Source: an optimization exercise on an open RTL-to-GDS flow (aim: small area, a short achievable clock period and few clock cycles). Production flows keep margins and buffers that such runs may drop. At most, simulation tests tie the RTL to the original design; equivalence was not proved.

11-08:
==> module score_max_tracker, before the edit <==
module score_max_tracker (
    input  wire                  i_clk,
    input  wire                  i_rst,
    input  wire                  i_start,
    input  wire [1:0]            i_row_key,
    input  wire [5-2:0]  i_row_idx,     
    input  wire                  i_valid,
    input  wire                  i_last,
    output sw_pkg::hval_t        o_best,
    output sw_pkg::score_t       o_max_score,
    output sw_pkg::pos_t         o_max_row,
    output sw_pkg::col_t         o_max_col,
    output logic                 o_done,
    output logic                 o_done_d
);
    logic [5-2:0]   delta;
    sw_pkg::pos_t           row;
    logic [5:0]             best;        
    logic                   win;
    assign win = i_row_key[1] || (i_row_key[0] && (i_row_idx >= delta));
    assign o_max_score = sw_pkg::score_t'(best);
    assign o_best      = sw_pkg::hval_t'(best);
    assign o_done_d    = i_valid && i_last;
    always_ff @(posedge i_clk or posedge i_rst) begin
        if (i_rst) begin
            o_done <= 1'b0;
        end else begin
            o_done <= o_done_d;
        end
    end
    always_ff @(posedge i_clk) begin
        if (i_start) begin
            best  <= '0;
            delta  <= '0;
            row    <= sw_pkg::pos_t'(1);
        end else if (i_valid) begin
            row <= row + 1'b1;
            if (win) begin
                best      <= best + 6'(i_row_key) - 1'b1;
                delta     <= i_row_idx;
                o_max_row <= row;
                o_max_col <= sw_pkg::col_t'(i_row_idx) + 1'b1;
            end else if (delta != '0) begin
                delta <= delta - 1'b1;
            end
        end
    end
endmodule
export LEC_CHECK = 0
export ABC_AREA = 1
export CAP_MARGIN = 20
export CORE_MARGIN = 2
export CORE_UTILIZATION = 40
export SLEW_MARGIN = 20
create_clock -name core_clock -period 10.0 [get_ports {i_clk}]
standard.sh (not shown) runs the stock make flow with config.mk's settings and CLKGATE_MAP_FILE= SYNTH_SCRIPT=/design/flow/synth_recipe.tcl, a recipe that flattens the netlist after the stock synthesis.
==> flow/flow/run.sh <==
#!/bin/bash
# Standard ORFS layout with these changes, none of which touches the design or
# its constraints:
#  - synthesis leaves adders to ABC instead of extracting them into half/full
#    adder cells (ADDER_MAP_FILE empty), so ABC can optimise the small
#    constant adders and comparators of this design;
#  - ABC restructures and maps for area only (a copy of ORFS's scripts
#    folder whose abc_area.script runs &deepsyn for 60 s, then ORFS's
#    own area script: "dch; map -B 0.9; topo; stime; buffer; upsize;
#    dnsize");
#  - the port buffers are buf_2 cells instead of the delay buffer that
#    buffer_ports picks by default;
#  - timing repair aims at the margin given below.
# make's output goes to make_finish.log; each ORFS step logs to orfs/logs/.
set -euo pipefail
cd "$(dirname "$0")/.."
rm -rf scripts_abc
cp -r "$FLOW_HOME/scripts" scripts_abc
printf 'strash\n&get -n\n&deepsyn -T 60\n&put\ndch\nmap -B 0.9\ntopo\nstime -c\nbuffer -c\nupsize -c\ndnsize -c\n' > scripts_abc/abc_area.script
bash standard.sh ADDER_MAP_FILE= "SCRIPTS_DIR=$PWD/scripts_abc" \
    "BUFFER_PORTS_ARGS=-buffer_cell sky130_fd_sc_hd__buf_2" \
    SETUP_SLACK_MARGIN=7.0 finish > make_finish.log 2>&1
Testbench counts of 11-08, summed over its fixed seeds: cycles 102,964.
Modified inputs, 09-26 compared to 11-08
--- a/flow/design.v
+++ b/flow/design.v
@@ -308,13 +308,12 @@
     output logic                 o_done_d
 );
     logic [5-2:0]   delta;
     sw_pkg::pos_t           row;
-    logic [5:0]             best;        
+    sw_pkg::hval_t          score_q;     
     logic                   win;
     assign win = i_row_key[1] || (i_row_key[0] && (i_row_idx >= delta));
-    assign o_max_score = sw_pkg::score_t'(best);
-    assign o_best      = sw_pkg::hval_t'(best);
+    assign o_max_score = sw_pkg::score_t'(score_q);
     assign o_done_d    = i_valid && i_last;
     always_ff @(posedge i_clk or posedge i_rst) begin
         if (i_rst) begin
             o_done <= 1'b0;
@@ -323,15 +322,17 @@
         end
     end
     always_ff @(posedge i_clk) begin
         if (i_start) begin
-            best  <= '0;
+            o_best  <= '0;
+            score_q <= '0;
             delta  <= '0;
             row    <= sw_pkg::pos_t'(1);
         end else if (i_valid) begin
             row <= row + 1'b1;
             if (win) begin
-                best      <= best + 6'(i_row_key) - 1'b1;
+                o_best    <= o_best + sw_pkg::hval_t'(i_row_key) - 1'b1;
+                score_q   <= o_best + sw_pkg::hval_t'(i_row_key) - 1'b1;
                 delta     <= i_row_idx;
                 o_max_row <= row;
                 o_max_col <= sw_pkg::col_t'(i_row_idx) + 1'b1;
             end else if (delta != '0) begin
==> run summary <==
Both conditions hold for 09-26: the flow ran to the end and the final layout passed the timing, design-rule and antenna checks.
[compare] base=11-08 new=09-26: pin count of the biggest net entering global routing now sits higher, highest fanout seen on the critical path has increased, register-to-register setup slack was more or less identical, post-layout minimum cycle time rose 0.030 ns.
[09-26] summed area of non-filler cells in the final layout fell 3.8% relative to 11-08
Delta (09-26 minus 11-08): half-perimeter wire length of the detailed placement result moved up; floorplan die width level; final period utilization moved up.
Re global-route wire length before repair: 09-26 is about 0.3% up on 11-08.
Testbench counts of 09-26, summed over its fixed seeds: cycles 102,964.

sw_align_top with an RTL version that a note above also has.
For scale: about 71 I/O pins.
==> module pe_array, before the edit <==
module pe_array (
    input  wire                 i_clk,
    input  wire                 i_rst,
    input  wire                 i_start,
    input  wire                 i_query_load,
    input  wire sw_pkg::query_t i_query,
    input  wire                 i_step,
    input  wire sw_pkg::base_t  i_step_base,
    input  wire                 i_last_step,
    output sw_pkg::hvec_t       o_h_scores,
    output logic                o_valid,
    output logic                o_last
);
    localparam int N = 16;
    localparam int W = 7;
    sw_pkg::query_t query_q;
    sw_pkg::hval_t  h  [N+1];    
    logic [4:0]     z  [N+1];    
    logic [4:0]     pm [N+1];    
    logic           v1;
    logic           l1;
    assign h[0] = '0;
    assign z[0] = '0;
    localparam int KL = 7;
    localparam int KH = 15;
    logic gt [KL:KH][KL:KH];     
    always_comb begin
        for (int a = KL; a <= KH; a++) begin
            for (int b = KL; b <= KH; b++) begin
                gt[a][b] = (z[a] > z[b]);
            end
        end
    end
    always_comb begin
        for (int c = 0; c <= N; c++) pm[c] = '0;
        for (int c = 8; c <= N; c++) begin
            for (int k = KL; k <= KH; k++) begin
                if (k >= (14 + c) / 3 && k < c) begin
                    logic win;
                    win = 1'b1;
                    for (int j = KL; j <= KH; j++) begin
                        if (j >= (14 + c) / 3 && j < c) begin
                            if (j < k) win = win & !gt[j][k];
                            if (j > k) win = win & gt[k][j];
                        end
                    end
                    pm[c] = pm[c] | (win ? z[k] : 5'd0);
                end
            end
        end
    end
    genvar gc;
    generate
        for (gc = 1; gc <= N; gc++) begin : g_col
            localparam int HB = $clog2(2 * gc + 1);
            localparam int DB = (gc == 1) ? 1 : $clog2(2 * gc - 1);
            localparam int FB = (2 * gc - 12 <= 0) ? 0 : $clog2(2 * gc - 11);
            localparam int FW = (FB > 0) ? FB : 1;
            logic [HB-1:0] hq;
            logic [HB-1:0] h1;
            logic [HB-1:0] h2;
            logic [FW-1:0] f1;
            logic [FW-1:0] fq;
            pe_cell #(.C(gc), .HB(HB), .DB(DB), .FB(FB), .FW(FW)) u_cell (
                .i_a      (query_q[(gc-1)*2 +: 2]),
                .i_b      (i_step_base),
                .i_h_diag (h[gc-1][DB-1:0]),
                .i_h_top  (hq),
                .i_f_top  (fq),
                .o_h      (h1),
                .o_f      (f1)
            );
            assign h[gc] = W'(hq);
            assign z[gc] = (7'(hq) + 7'(gc) >= 7'd20) ? 5'(7'(hq) + 7'(gc) - 7'd19) : 5'd0;
            if (gc >= 8) begin : g_gap
                logic [6:0] e;
                logic [6:0] thr;
                assign e   = 7'(pm[gc]) + 7'd8 - 7'(gc);
                assign thr = 7'(hq) + 7'(gc - 8);
                assign h2  = (7'(pm[gc]) > thr) ? e[HB-1:0] : hq;
            end else begin : g_nogap
                assign h2 = hq;
            end
            if (gc == 1) begin : g_h1
                logic hb;
                always_ff @(posedge i_clk) begin
                    if (i_start) hb <= 1'b0;
                    else if (i_step) hb <= h1[1];
                end
                assign hq = {hb, 1'b0};
            end else begin : g_h
                always_ff @(posedge i_clk) begin
                    if (i_start) hq <= '0;
                    else if (i_step) hq <= h1;
                    else hq <= h2;
                end
            end
            if (FB == 0) begin : g_nof
                assign fq = '0;
            end else begin : g_f
                always_ff @(posedge i_clk) begin
                    if (i_start) fq <= '0;
                    else if (i_step) fq <= f1;
                end
            end
            assign o_h_scores[(gc-1)*W +: W] = h[gc];
        end
    endgenerate
    always_ff @(posedge i_clk) begin
        if (i_query_load) query_q <= i_query;
    end
    always_ff @(posedge i_clk or posedge i_rst) begin
        if (i_rst) begin
            v1      <= 1'b0;
            l1      <= 1'b0;
            o_valid <= 1'b0;
            o_last  <= 1'b0;
        end else begin
            v1      <= i_step;
            l1      <= i_last_step;
            o_valid <= v1;
            o_last  <= l1;
        end
    end
endmodule
clock: 10.0 ns
lec_check: 0
abc_area: 1
cap_margin: 20
core_margin: 2
core_utilization: 40
slew_margin: 20
==> flow/flow/run.sh <==
#!/bin/bash
# Standard ORFS layout with these changes, none of which touches the design or
# its constraints:
#  - synthesis leaves adders to ABC instead of extracting them into half/full
#    adder cells (ADDER_MAP_FILE empty), so ABC can optimise the small
#    constant adders and comparators of this design;
#  - ABC restructures and maps for area only (a copy of ORFS's scripts
#    folder whose abc_area.script runs &deepsyn for 60 s, then ORFS's
#    own area script: "dch; map -B 0.9; topo; stime; buffer; upsize;
#    dnsize");
#  - the port buffers are buf_2 cells instead of the delay buffer that
#    buffer_ports picks by default;
#  - timing repair aims at the margin given below.
# make's output goes to make_finish.log; each ORFS step logs to orfs/logs/.
set -euo pipefail
cd "$(dirname "$0")/.."
rm -rf scripts_abc
cp -r "$FLOW_HOME/scripts" scripts_abc
printf 'strash\n&get -n\n&deepsyn -T 60\n&put\ndch\nmap -B 0.9\ntopo\nstime -c\nbuffer -c\nupsize -c\ndnsize -c\n' > scripts_abc/abc_area.script
bash standard.sh ADDER_MAP_FILE= "SCRIPTS_DIR=$PWD/scripts_abc" \
    "BUFFER_PORTS_ARGS=-buffer_cell sky130_fd_sc_hd__buf_2" \
    SETUP_SLACK_MARGIN=6.5 finish > make_finish.log 2>&1
Testbench counts at the start, summed over its fixed seeds: cycles 102,964.
==> next run, changes <==
--- a/flow/design.v
+++ b/flow/design.v
@@ -127,42 +127,36 @@
     localparam int N = 16;
     localparam int W = 7;
     sw_pkg::query_t query_q;
     sw_pkg::hval_t  h  [N+1];    
-    logic [4:0]     z  [N+1];    
-    logic [4:0]     pm [N+1];    
+    logic [5:0]     z  [N+1];    
+    logic [5:0]     pm [N+1];    
     logic           v1;
     logic           l1;
     assign h[0] = '0;
     assign z[0] = '0;
-    localparam int KL = 7;
-    localparam int KH = 15;
-    logic gt [KL:KH][KL:KH];     
-    always_comb begin
-        for (int a = KL; a <= KH; a++) begin
-            for (int b = KL; b <= KH; b++) begin
-                gt[a][b] = (z[a] > z[b]);
-            end
-        end
-    end
-    always_comb begin
-        for (int c = 0; c <= N; c++) pm[c] = '0;
-        for (int c = 8; c <= N; c++) begin
-            for (int k = KL; k <= KH; k++) begin
-                if (k >= (14 + c) / 3 && k < c) begin
-                    logic win;
-                    win = 1'b1;
-                    for (int j = KL; j <= KH; j++) begin
-                        if (j >= (14 + c) / 3 && j < c) begin
-                            if (j < k) win = win & !gt[j][k];
-                            if (j > k) win = win & gt[k][j];
-                        end
-                    end
-                    pm[c] = pm[c] | (win ? z[k] : 5'd0);
-                end
-            end
-        end
-    end
+    logic [5:0] m78, m89, m910, m1011, m1112, m1213, m1314, m1415, m9to12;
+    function automatic logic [5:0] max6(input logic [5:0] a, input logic [5:0] b);
+        max6 = (a > b) ? a : b;
+    endfunction
+    assign m78    = max6(z[7],  z[8]);
+    assign m89    = max6(z[8],  z[9]);
+    assign m910   = max6(z[9],  z[10]);
+    assign m1011  = max6(z[10], z[11]);
+    assign m1112  = max6(z[11], z[12]);
+    assign m1213  = max6(z[12], z[13]);
+    assign m1314  = max6(z[13], z[14]);
+    assign m1415  = max6(z[14], z[15]);
+    assign m9to12 = max6(m910, m1112);
+    assign pm[8]  = z[7];
+    assign pm[9]  = m78;
+    assign pm[10] = m89;
+    assign pm[11] = max6(m89, z[10]);
+    assign pm[12] = max6(m89, m1011);
+    assign pm[13] = m9to12;
+    assign pm[14] = max6(m9to12, z[13]);
+    assign pm[15] = max6(m9to12, m1314);
+    assign pm[16] = max6(max6(m1011, m1213), m1415);
     genvar gc;
     generate
         for (gc = 1; gc <= N; gc++) begin : g_col
             localparam int HB = $clog2(2 * gc + 1);
@@ -183,14 +177,14 @@
                 .o_h      (h1),
                 .o_f      (f1)
             );
             assign h[gc] = W'(hq);
-            assign z[gc] = (7'(hq) + 7'(gc) >= 7'd20) ? 5'(7'(hq) + 7'(gc) - 7'd19) : 5'd0;
+            assign z[gc] = 6'(hq) + 6'(gc);
             if (gc >= 8) begin : g_gap
                 logic [6:0] e;
                 logic [6:0] thr;
-                assign e   = 7'(pm[gc]) + 7'd8 - 7'(gc);
-                assign thr = 7'(hq) + 7'(gc - 8);
+                assign e   = 7'(pm[gc]) - 7'(11 + gc);
+                assign thr = 7'(hq) + 7'(11 + gc);
                 assign h2  = (7'(pm[gc]) > thr) ? e[HB-1:0] : hq;
             end else begin : g_nogap
                 assign h2 = hq;
             end
- The new run finished with timing, DRC and antenna clean
- global-route usage shrinks by 3.7 points
- worst setup slack gets worse by 70 ps
- fmax fell by 2.0%
- final cell count came out lower by 3.5%
Only the layout flow was run in the second run of this note; the RTL was not checked for function there.

## static timing again, ports no longer ideal
The flow's constraints put no driver on any port. The routed layouts listed below were extracted and timed again, unchanged, in two steps. Step 1: set_driving_cell puts a clkbuf_16 on i_clk and a buf_2 on each other input, an assumption about the parent block. Step 2 moves the port delays by t, midway between the first and last clock arrival at a register: inputs arrive t later, outputs are due t later. That takes back most of the time a late clock gives input paths. Slacks: ideal ports / drivers / drivers and shift; pairs: ideal ports / drivers.
| run | t (ns) | setup slack, ns | hold WS [ns] | pins driven straight from the clock port |
|---|---|---|---|---|
| 11-08 | 0.548 | 6.964 / 6.905 / 7.095 | 0.355 / 0.355 / 0.355 | 1 |
| 09-26 | 0.559 | 6.934 / 6.875 / 7.103 | 0.358 / 0.358 / 0.358 | 1 |
| the first run of note 2 | 0.560 | 6.631 / 6.571 / 6.689 | 0.358 / 0.358 / 0.358 | 1 |
| the second run of note 2 | 0.516 | 6.562 / 6.505 / 6.622 | 0.351 / 0.351 / 0.351 | 1 |
After both steps every run listed still meets setup and hold.
